From an optimization exercise on the open Yosys and OpenROAD flow, aimed at small area, a short achievable clock period and few clock cycles per item; shortcuts taken in it are not production practice.
RTL that was checked went through simulation tests only; none was proved equivalent to the original.
Power and IR drop assume default switching activity.

## job 103
## source_text_tokenizer
module source_text_tokenizer (
  input  logic                             clk_i,
  input  logic                             rst_ni,
  input  logic                             txt_valid_i,
  output logic                             txt_ready_o,
  input  logic [7:0]                       txt_char_i,
  input  logic                             txt_end_i,
  output logic                             tok_valid_o,
  input  logic                             tok_ready_i,
  output logic [stt_pkg::KindBits-1:0]     tok_kind_o,
  output logic [stt_pkg::LineBits-1:0]     tok_line_o,
  output logic [stt_pkg::ColBits-1:0]      tok_col_o,
  output logic [stt_pkg::OffsetBits-1:0]   tok_offset_o,
  output logic [stt_pkg::LengthBits-1:0]   tok_length_o,
  output logic                             tok_last_o
);
Size in the first run: ~700 cells after synthesis, about 170 flip-flops, about 100 I/O pins, ~7600 µm² of cells after synthesis.
==> flow/config.mk <==
export PLATFORM = sky130hd
export DESIGN_NAME = source_text_tokenizer
export DESIGN_NICKNAME = source_text_tokenizer
export VERILOG_FILES = /design/flow/design.v
export SDC_FILE = /design/flow/constraint.sdc
export NUM_CORES = 4
export LEC_CHECK = 0
export CAP_MARGIN = 20
export CORE_MARGIN = 2
export CORE_UTILIZATION = 45
export CTS_BUF_LIST = sky130_fd_sc_hd__clkbuf_8
export SETUP_SLACK_MARGIN = 2.45
export SLEW_MARGIN = 20
==> flow/constraint.sdc <==
create_clock -name core_clock -period 5.0 [get_ports {clk_i}]
set_input_delay 1.0000 -clock core_clock [delete_from_list [all_inputs] [get_ports {clk_i}]]
set_output_delay 1.0000 -clock core_clock [all_outputs]
set_load 0.01 [all_outputs]
standard.sh (not shown) runs the stock make flow with config.mk's settings and CLKGATE_MAP_FILE= SYNTH_SCRIPT=/design/flow/synth_recipe.tcl, a recipe that flattens the netlist after the stock synthesis.
==> flow/flow/run.sh <==
#!/bin/bash
# The standard layout (standard.sh, the standard flow's own ORFS run) with these ORFS
# settings changed; make's full output goes to make.log here, each ORFS step's
# log to orfs/logs.
set -euo pipefail
export BUFFER_PORTS_ARGS="-buffer_cell sky130_fd_sc_hd__buf_1"
export SKIP_GATE_CLONING=1
bash standard.sh > make.log 2>&1
The final layout from job 103, which completed every stage, passed the timing, design-rule and antenna checks at the end of the flow.
Testbench counts of job 103, summed over its fixed seeds: cycles 24,838, bytes 24,017.
[inputs] job 101 vs job 103
# job 103
export LEC_CHECK = 0
export CAP_MARGIN = 20
export CORE_MARGIN = 2
export CORE_UTILIZATION = 45
export CTS_BUF_LIST = sky130_fd_sc_hd__clkbuf_8
export SETUP_SLACK_MARGIN = 2.45
export SLEW_MARGIN = 20
create_clock -name core_clock -period 5.0 [get_ports {clk_i}]
# job 101
export LEC_CHECK = 0
export CAP_MARGIN = 20
export CORE_MARGIN = 2
export CORE_UTILIZATION = 40
export CTS_BUF_LIST = sky130_fd_sc_hd__clkbuf_8
export SETUP_SLACK_MARGIN = 2.55
export SLEW_MARGIN = 20
create_clock -name core_clock -period 5.0 [get_ports {clk_i}]
==> comparison <==
- Job 101 finished every stage and its layout cleared the timing, design-rule and antenna checks.
- Job 101 against job 103: total power now smaller, number of post-CTS setup repair buffers now larger, proportion of power drawn by combinational gates now larger, wire length now larger.


source_text_tokenizer, a different RTL version from the one above (not shown whole).
Size: ~180 flip-flops, ~100 I/O pins, ~0.0081 mm² of cells after synthesis.
// source_text_tokenizer
module source_text_tokenizer (
  input  logic                             clk_i,
  input  logic                             rst_ni,
  input  logic                             txt_valid_i,
  output logic                             txt_ready_o,
  input  logic [7:0]                       txt_char_i,
  input  logic                             txt_end_i,
  output logic                             tok_valid_o,
  input  logic                             tok_ready_i,
  output logic [stt_pkg::KindBits-1:0]     tok_kind_o,
  output logic [stt_pkg::LineBits-1:0]     tok_line_o,
  output logic [stt_pkg::ColBits-1:0]      tok_col_o,
  output logic [stt_pkg::OffsetBits-1:0]   tok_offset_o,
  output logic [stt_pkg::LengthBits-1:0]   tok_length_o,
  output logic                             tok_last_o
);
clock: 5.0 ns
lec_check: 0
cap_margin: 20
core_margin: 2
core_utilization: 40
cts_buf_list: sky130_fd_sc_hd__clkbuf_8
setup_slack_margin: 2.25
slew_margin: 20
Scripts as last shown in full above: flow/flow/run.sh
The baseline finished with timing, DRC and antenna clean.
Testbench counts at the start, summed over its fixed seeds: cycles 24,838, bytes 24,017.
Edit:
--- a/flow/config.mk
+++ b/flow/config.mk
@@ -13,0 +14 @@
+export TNS_END_PERCENT = 10
Result: Non-clock buffer count came out lower by 6. Die area is unchanged. Synthesized cell count does not change. Total power came out lower by 0.65%. Clock power came out higher by about 7%.
Edit:
--- a/flow/flow/run.sh
+++ b/flow/flow/run.sh
@@ -6,2 +6 @@
-export BUFFER_PORTS_ARGS="-buffer_cell sky130_fd_sc_hd__buf_1"
-export SKIP_GATE_CLONING=1
+export BUFFER_PORTS_ARGS="-buffer_cell sky130_fd_sc_hd__buf_2"
--- a/flow/config.mk
+++ b/flow/config.mk
@@ -12 +12 @@
-export SETUP_SLACK_MARGIN = 2.25
+export SETUP_SLACK_MARGIN = 2.5
@@ -14 +13,0 @@
-export TNS_END_PERCENT = 10
=>
- wire length rises by a little under a tenth
- die area is unchanged
- design area went up by roughly a tenth
- clock skew stays flat
- power went up by roughly a tenth
- via count goes up by a few percent
- cell count is higher by a few percent
- area after synthesis stays the same
Edit:
--- a/flow/flow/run.sh
+++ b/flow/flow/run.sh
@@ -6 +6,2 @@
-export BUFFER_PORTS_ARGS="-buffer_cell sky130_fd_sc_hd__buf_2"
+export BUFFER_PORTS_ARGS="-buffer_cell sky130_fd_sc_hd__buf_1"
+export SKIP_GATE_CLONING=1
--- a/flow/config.mk
+++ b/flow/config.mk
@@ -12 +12 @@
-export SETUP_SLACK_MARGIN = 2.5
+export SETUP_SLACK_MARGIN = 2.2
After rerunning:
- The new run ran to the end with no violations
- worst setup slack is worse by 0.15 ns
- synthesized area is unchanged
- die area stays the same
- final area goes down by about 9%
- power decreases by 11%
- wire length falls by 7.1%
- cell count came out lower by 2.8%
- hold slack gains 0.0098 ns
- utilization decreases by 4.5 points
- clock power increases by about 10%


Setup of the previous run:
Another version of the RTL of source_text_tokenizer (not shown whole).
Size: about 180 flip-flops, ~0.0091 sq mm of cells after synthesis.
export LEC_CHECK = 0
export CAP_MARGIN = 20
export CORE_MARGIN = 2
export CORE_UTILIZATION = 40
export SETUP_SLACK_MARGIN = 2.5
export SLEW_MARGIN = 20
create_clock -name core_clock -period 5.0 [get_ports {clk_i}]
run.sh (not shown) runs the stock make flow with config.mk's settings and CLKGATE_MAP_FILE= SYNTH_SCRIPT=/design/flow/synth_recipe.tcl, a recipe that flattens the netlist after the stock synthesis.
Stock flow here: none of the scripts above is used.
The previous run reached the end of the flow, and the finished layout is clean on the timing, design-rule and antenna checks.
Setup changes, the previous run to the current run
Settings: SETUP_SLACK_MARGIN changed from 2.5 to 3.
==> run summary <==
Looking at maximum vdd ir drop, the current run sits 8.8% below the previous run.
Leakage power summed over all cells (the current run over the previous run): increase, about 12%
The current run — total of plain and repair buffers excluding clock buffers 75 higher, the previous run as reference
The current run completed end to end with timing, DRC and antenna clean.
Worst hold slack after final layout was higher in the current run than in the previous run.
Per the comparison of the current run with the previous run, number of ordinary inverters in the final layout picked up an extra 1, design area picked up an extra about 6%.
| clock-buffer cell count | the current run vs the previous run | 1 higher |
Between the current run and the previous run, it is the current run whose delay contributed by the slowest stage of the critical path is lower, by 130 ps.
Function was not checked in any run of this note: the RTL went through the layout flow alone.


## oak
RTL: one of the versions met above, not the one the previous note started from.
Size in the first run: roughly 180 flip-flops, roughly 100 I/O pins, roughly 8100 um^2 of cells after synthesis.
// source_text_tokenizer
module source_text_tokenizer (
  input  logic                             clk_i,
  input  logic                             rst_ni,
  input  logic                             txt_valid_i,
  output logic                             txt_ready_o,
  input  logic [7:0]                       txt_char_i,
  input  logic                             txt_end_i,
  output logic                             tok_valid_o,
  input  logic                             tok_ready_i,
  output logic [stt_pkg::KindBits-1:0]     tok_kind_o,
  output logic [stt_pkg::LineBits-1:0]     tok_line_o,
  output logic [stt_pkg::ColBits-1:0]      tok_col_o,
  output logic [stt_pkg::OffsetBits-1:0]   tok_offset_o,
  output logic [stt_pkg::LengthBits-1:0]   tok_length_o,
  output logic                             tok_last_o
);
clock: 5.0 ns
lec_check: 0
cap_margin: 20
core_margin: 2
core_utilization: 40
cts_buf_list: sky130_fd_sc_hd__clkbuf_8
cts_cluster_diameter: 100
cts_cluster_size: 30
setup_slack_margin: 2.25
slew_margin: 20
standard.sh (not shown) runs the stock make flow with config.mk's settings and CLKGATE_MAP_FILE= SYNTH_SCRIPT=/design/flow/synth_recipe.tcl, a recipe that flattens the netlist after the stock synthesis.
==> flow/flow/run.sh <==
#!/bin/bash
# The standard layout (standard.sh, the standard flow's own ORFS run) with these ORFS
# settings changed; make's full output goes to make.log here, each ORFS step's
# log to orfs/logs.
set -euo pipefail
export BUFFER_PORTS_ARGS="-buffer_cell sky130_fd_sc_hd__buf_1"
export SKIP_GATE_CLONING=1
bash standard.sh > make.log 2>&1
oak finished every stage and its layout cleared the timing, design-rule and antenna checks.
Testbench counts of oak, summed over its fixed seeds: cycles 24,838, bytes 24,017.
The following lists how pine was set up differently from oak:
- clearing CTS_CLUSTER_DIAMETER, which used to be 100
- putting TNS_END_PERCENT at 10 where nothing was set
- clearing CTS_CLUSTER_SIZE, which used to be 30
- swapping 2.25 for 2.5 in SETUP_SLACK_MARGIN
Notes after the runs:
pine reached the end of the flow, and the finished layout is clean on the timing, design-rule and antenna checks. The depth of the worst register-to-register path number comes out lower for oak vs pine. Number of fillers in the final layout | pine below oak. Area overhead of the layout relative to synthesis ended up 5.7 points higher on pine than on oak. Comparing the two runs side by side, pine comes out behind oak on power. Changes observed in pine relative to oak: met2 capacity usage during global routing higher; via count of the routed design higher.
The inputs of birch differ from those of pine as listed below.
- swapping 2.5 for 2.25 in SETUP_SLACK_MARGIN
- clearing TNS_END_PERCENT, which used to be 10
- swapping 40 for 50 in CORE_UTILIZATION
Findings:
- NOTE non-filler instance count after layout pine->birch decreased by a few percent
- Higher critical path's largest stage delay was reported by birch, not pine.
- Relative to pine, die area has gone down in birch.
- Fraction of final layout cells sized beyond drive strength 1, pine and birch: higher on pine
- pine and birch ended up with nearly the same final hold slack.
- For birch, the cell type of the slowest stage on the worst timing path was or4bb_1, unlike pine, where it was dfxtp_2.
- birch: switching power as a share of total power 1.6 points below pine
- Diff pine and birch: combinational share of power lower in birch
- Number of gates given a new drive strength after cts sits lower in birch than in pine.
The following lists how maple was set up differently from birch:
- swapping 2.25 for 2.0 in SETUP_SLACK_MARGIN
- swapping 50 for 40 in CORE_UTILIZATION
Results
Comparing maple against birch, there is no change at all in maximum root-to-sink buffer count.
Pin count of the biggest net entering global routing on maple is up relative to birch.
Between birch and maple, the starting utilization of the core area is higher for birch.
Summary of maple over birch: count of inserted antenna diode cells about even; count of clock-net buffers in the final layout dropped 1; routability congestion estimate from global placement fell 4.2%; non-clock buffer count now smaller; routed metal-1 wirelength decreased 180 um.
Higher sum of internal, switching and leakage power was reported by birch, not maple.
Here is what was changed in the inputs of cedar compared with maple.
- a change of CORE_UTILIZATION from 40 to 45
- a change of SETUP_SLACK_MARGIN from 2.0 to 2.3
## What came out
cedar has completed all stages; timing, DRC and antenna checks passed. maple → cedar: number of input and output port buffers inserted ~0 delta; cell area after placement -28 um^2; actual slew at the worst max-slew pin -23 ps.


Setup of run A:
source_text_tokenizer, a different RTL version from the one above (not shown whole).
Size in the first run: roughly 190 flip-flops, roughly 100 I/O pins, about 0.010 sq mm of cells after synthesis.
make LEC_CHECK=0 CAP_MARGIN=20 CORE_MARGIN=2 CORE_UTILIZATION=40 SETUP_SLACK_MARGIN=2.5 SLEW_MARGIN=20 finish   # period 5.0 ns
run.sh (not shown) runs the stock make flow with config.mk's settings and CLKGATE_MAP_FILE= SYNTH_SCRIPT=/design/flow/synth_recipe.tcl, a recipe that flattens the netlist after the stock synthesis.
Stock flow here: none of the scripts above is used.
Run A: done, clean on timing, DRC and antenna
Input-level comparison between run B and run A:
-- flow/config.mk --
<<< run A, line 10
export CORE_UTILIZATION = 40
export SETUP_SLACK_MARGIN = 2.5
export SLEW_MARGIN = 20
>>> run B, line 10
export CORE_UTILIZATION = 40
export SETUP_SLACK_MARGIN = 3
export SLEW_MARGIN = 20
## What came out
Run B and run A all finish clean. Run B vs. run A: power in sequential cells essentially unchanged; clock network power share decreased 4.4 points; net switching component of the power increased 760 uW. The slowest library cell on the worst path comes out sky130_fd_sc_hd__dlygate4sd2_1 in one run and sky130_fd_sc_hd__edfxtp_1 in the other, namely in run A and run B respectively.
Changes in run C relative to run B:
==> flow/flow/run.sh (new file) <==
#!/bin/bash
# The standard layout (standard.sh, the standard flow's own ORFS run) with these ORFS
# settings changed; make's full output goes to make.log here, each ORFS step's
# log to orfs/logs.
set -euo pipefail
export BUFFER_PORTS_ARGS="-buffer_cell sky130_fd_sc_hd__buf_1"
bash standard.sh > make.log 2>&1
==> flow/standard.sh (new file) <==
#!/bin/bash
# synth_recipe.tcl (not shown) runs the flow's synth.tcl, then flattens the netlist and writes it again
# the make line also repeats each setting of config.mk as NAME=value (left out here)
make -C /OpenROAD-flow-scripts/flow DESIGN_CONFIG=/design/flow/config.mk WORK_HOME=/design/flow/orfs CLKGATE_MAP_FILE= SYNTH_SCRIPT=/design/flow/synth_recipe.tcl "${@:-finish}"
-- flow/config.mk --
<<< run B, line 10
export CORE_UTILIZATION = 40
export SETUP_SLACK_MARGIN = 3
export SLEW_MARGIN = 20
>>> run C, line 10
export CORE_UTILIZATION = 40
export CTS_BUF_LIST = sky130_fd_sc_hd__clkbuf_8
export SETUP_SLACK_MARGIN = 2.25
export SLEW_MARGIN = 20
removed: flow/run.sh
Results
Transition time of the tightest slew-check pin: run B and run C compared, lower one is run B. The sequential share of layout area in run C sits 9.9 points above the value recorded for run B. Comparing run B and run C, the lower global-route usage is on run C. The power in combinational cells of run C falls short of that of run B by 46%. Routed via count in run C vs run B: down about 14%. Of run C and run B, it is run C that has the lower critical path depth. When run C is measured against run B, its part of the power in the clock network turns out 1.8 points higher. Run C -> run B: sequential cell count flat. For run B, the start point of the critical path was fq0_q[10], unlike run C, where it was tok_ready_i. The total met2 wirelength after detailed routing in run B is 1.3 times that in run C. Relative to run B, count of clock-buffer cells in the layout decreased by 1 in run C.
Input changes introduced in run D (baseline for comparison: run C):
-- flow/flow/run.sh --
<<< run C, line 5
set -euo pipefail
export BUFFER_PORTS_ARGS="-buffer_cell sky130_fd_sc_hd__buf_1"
bash standard.sh > make.log 2>&1
>>> run D, line 5
set -euo pipefail
export BUFFER_PORTS_ARGS="-buffer_cell sky130_fd_sc_hd__buf_2"
export RECOVER_POWER=100
bash standard.sh > make.log 2>&1
-- flow/config.mk --
<<< run C, line 11
export CTS_BUF_LIST = sky130_fd_sc_hd__clkbuf_8
export SETUP_SLACK_MARGIN = 2.25
export SLEW_MARGIN = 20
>>> run D, line 11
export CTS_BUF_LIST = sky130_fd_sc_hd__clkbuf_8
export SETUP_SLACK_MARGIN = 2.5
export SLEW_MARGIN = 20
### Flow results
Comparing run C and run D, the one run not ending clean was run D. No crash in run D: every stage finished, but the layout fails its final checks due to max-capacitance violations, max-slew violations. Run D has worst voltage drop across the vdd grid below what run C had. Final area: run D lower than run C. The run showing the greater sequential fraction of design power is run D. In the tables for run C and run D, total power reads lower with run D. Compared to run C, run D reaches a lower achievable clock. Required time of the critical path, run C and run D: higher on run C. STATUS worst slack after detailed placement: run D wins against run C. Combinational cell fraction of total power sits lower in run D than in run C. Relative to run C, time the worst path needs with I/O delays and setup increased by 0.65 ns in run D. Diff run C -> run D | highest fanout seen on the critical path | down by more than a quarter.
No functional check of the RTL was part of any run of this note.


source_text_tokenizer, a different RTL version from the one above (not shown whole).
For scale: roughly 930 cells after synthesis, roughly 190 flip-flops, roughly 100 I/O pins.
==> flow/config.mk <==
export PLATFORM = sky130hd
export DESIGN_NAME = source_text_tokenizer
export DESIGN_NICKNAME = source_text_tokenizer
export VERILOG_FILES = /design/flow/design.v
export SDC_FILE = /design/flow/constraint.sdc
export NUM_CORES = 4
export LEC_CHECK = 0
export CAP_MARGIN = 20
export CORE_MARGIN = 2
export CORE_UTILIZATION = 40
export CTS_BUF_LIST = sky130_fd_sc_hd__clkbuf_8
export SETUP_SLACK_MARGIN = 2.75
export SLEW_MARGIN = 20
==> flow/constraint.sdc <==
create_clock -name core_clock -period 5.0 [get_ports {clk_i}]
set_input_delay 1.0000 -clock core_clock [delete_from_list [all_inputs] [get_ports {clk_i}]]
set_output_delay 1.0000 -clock core_clock [all_outputs]
set_load 0.01 [all_outputs]
standard.sh (not shown) runs the stock make flow with config.mk's settings and CLKGATE_MAP_FILE= SYNTH_SCRIPT=/design/flow/synth_recipe.tcl, a recipe that flattens the netlist after the stock synthesis.
==> flow/flow/run.sh <==
#!/bin/bash
# The standard layout (standard.sh, the standard flow's own ORFS run) with these ORFS
# settings changed; make's full output goes to make.log here, each ORFS step's
# log to orfs/logs.
set -euo pipefail
export BUFFER_PORTS_ARGS="-buffer_cell sky130_fd_sc_hd__buf_1"
export SKIP_GATE_CLONING=1
bash standard.sh > make.log 2>&1
Next try:
--- a/flow/flow/run.sh
+++ b/flow/flow/run.sh
@@ -7 +6,0 @@
-export SKIP_GATE_CLONING=1
The new run produced a clean layout.
Sequential power barely changes.
Combinational power is about the same.
Count of clock-buffer cells in the layout does not change.
Critical path depth goes up by 1.
Routed wire length grows by 0.90%.
Total power is about the same.
Via count hardly moves.
Die area does not change.
Setup slack gets better by 47 ps.
Next try:
--- a/flow/flow/run.sh
+++ b/flow/flow/run.sh
@@ -6,0 +7 @@
+export SKIP_GATE_CLONING=1
--- a/flow/config.mk
+++ b/flow/config.mk
@@ -12 +12 @@
-export SETUP_SLACK_MARGIN = 2.75
+export SETUP_SLACK_MARGIN = 2.5
- wire length went down by 3.2%
- synthesized area stays the same
- total power went up by 0.78%
- design area went down by 1.9%
- utilization went down by 0.90 points
- clock-buffer cell count went down by 1
- via count went down by 3.0%
- flip-flop and latch count is unchanged
Next try:
--- a/flow/flow/run.sh
+++ b/flow/flow/run.sh
@@ -7 +6,0 @@
-export SKIP_GATE_CLONING=1
--- a/flow/config.mk
+++ b/flow/config.mk
@@ -12 +12 @@
-export SETUP_SLACK_MARGIN = 2.5
+export SETUP_SLACK_MARGIN = 3
After rerunning: The new run completed without violations. Register-to-register slack stays flat. Final area is higher by 21%. First-iteration DRC count is higher by 18%. Setup slack gains 45 ps. Cell count is higher by 9.8%. Combinational power is higher by 59%. Critical path depth stays the same. Hold slack loses 14 ps. Synthesized cell count is unchanged. Global-route usage is higher by 2.5 points.
No run of this note included a check of the RTL's function; only the layout flow was run.

[re-timing with driven ports]
How much do the figures lean on ideal ports? The routed layouts below were timed once more, with nothing changed but the port constraints. Step 1 assumes that a clkbuf_16 drives the clock port and a buf_2 every other input. Step 2 moves the port delays by t, midway between the first and last clock arrival at a register: inputs arrive t later, outputs are due t later. That takes back most of the time a late clock gives input paths. Slacks: ideal / step 1 / step 2; pairs: ideal / step 1.
| run | t (ns) | slack for setup (ns) | worst hold slack (ns) | worst setup path after step 2 | worst register clock-pin slew, ns |
|---|---|---|---|---|---|
| job 103 | 0.478 | 2.475 / 2.422 / 2.018 | 0.480 / 0.462 / 0.483 | input to register | 0.09 / 0.09 |
| job 101 | 0.482 | 2.471 / 2.425 / 2.111 | 0.480 / 0.480 / 0.480 | input to register | 0.09 / 0.09 |
| the first run of note 2 | 0.495 | 2.346 / 2.306 / 1.847 | 0.445 / 0.445 / 0.445 | input to register | 0.10 / 0.10 |
| the second run of note 2 | 0.512 | 2.258 / 2.221 / 1.710 | 0.449 / 0.448 / 0.449 | input to register | 0.11 / 0.11 |
| the third run of note 2 | 0.484 | 2.438 / 2.400 / 1.990 | 0.439 / 0.439 / 0.439 | input to register | 0.09 / 0.09 |
| the fourth run of note 2 | 0.513 | 2.287 / 2.252 / 1.739 | 0.449 / 0.449 / 0.449 | input to register | 0.11 / 0.11 |
| the previous run | 0.472 | 1.999 / 1.999 / 1.978 | 0.487 / 0.487 / 0.487 | input to register | 0.08 / 0.08 |
| the current run | 0.479 | 1.931 / 1.931 / 1.931 | 0.511 / 0.511 / 0.511 | register to register | 0.07 / 0.07 |
| oak | 0.495 | 2.346 / 2.306 / 1.847 | 0.445 / 0.445 / 0.445 | input to register | 0.10 / 0.10 |
| pine | 0.496 | 2.366 / 2.326 / 1.955 | 0.447 / 0.447 / 0.447 | input to register | 0.11 / 0.11 |
| birch | 0.482 | 2.324 / 2.337 / 1.855 | 0.446 / 0.446 / 0.446 | input to register | 0.09 / 0.09 |
| maple | 0.500 | 2.150 / 2.112 / 1.640 | 0.453 / 0.453 / 0.453 | input to register | 0.11 / 0.11 |
| cedar | 0.476 | 2.357 / 2.320 / 1.914 | 0.440 / 0.440 / 0.440 | input to register | 0.09 / 0.09 |
| run A | 0.476 | 2.531 / 2.508 / 2.088 | 0.443 / 0.443 / 0.443 | input to register | 0.08 / 0.08 |
| run B | 0.487 | 2.787 / 2.776 / 2.289 | 0.421 / 0.421 / 0.421 | input to register | 0.08 / 0.08 |
| run C | 0.499 | 2.223 / 2.212 / 1.712 | 0.442 / 0.442 / 0.442 | input to register | 0.10 / 0.10 |
| run D | 0.501 | 1.572 / 1.550 / 1.049 | 0.437 / 0.437 / 0.437 | input to register | 0.10 / 0.10 |
| the first run of note 6 | 0.495 | 2.687 / 2.687 / 2.280 | 0.461 / 0.461 / 0.461 | input to register | 0.10 / 0.10 |
| the second run of note 6 | 0.499 | 2.734 / 2.734 / 2.306 | 0.465 / 0.465 / 0.465 | input to register | 0.10 / 0.10 |
| the third run of note 6 | 0.506 | 2.434 / 2.407 / 1.900 | 0.456 / 0.456 / 0.456 | input to register | 0.11 / 0.11 |
| the fourth run of note 6 | 0.514 | 2.479 / 2.479 / 2.354 | 0.442 / 0.442 / 0.442 | input to register | 0.12 / 0.12 |
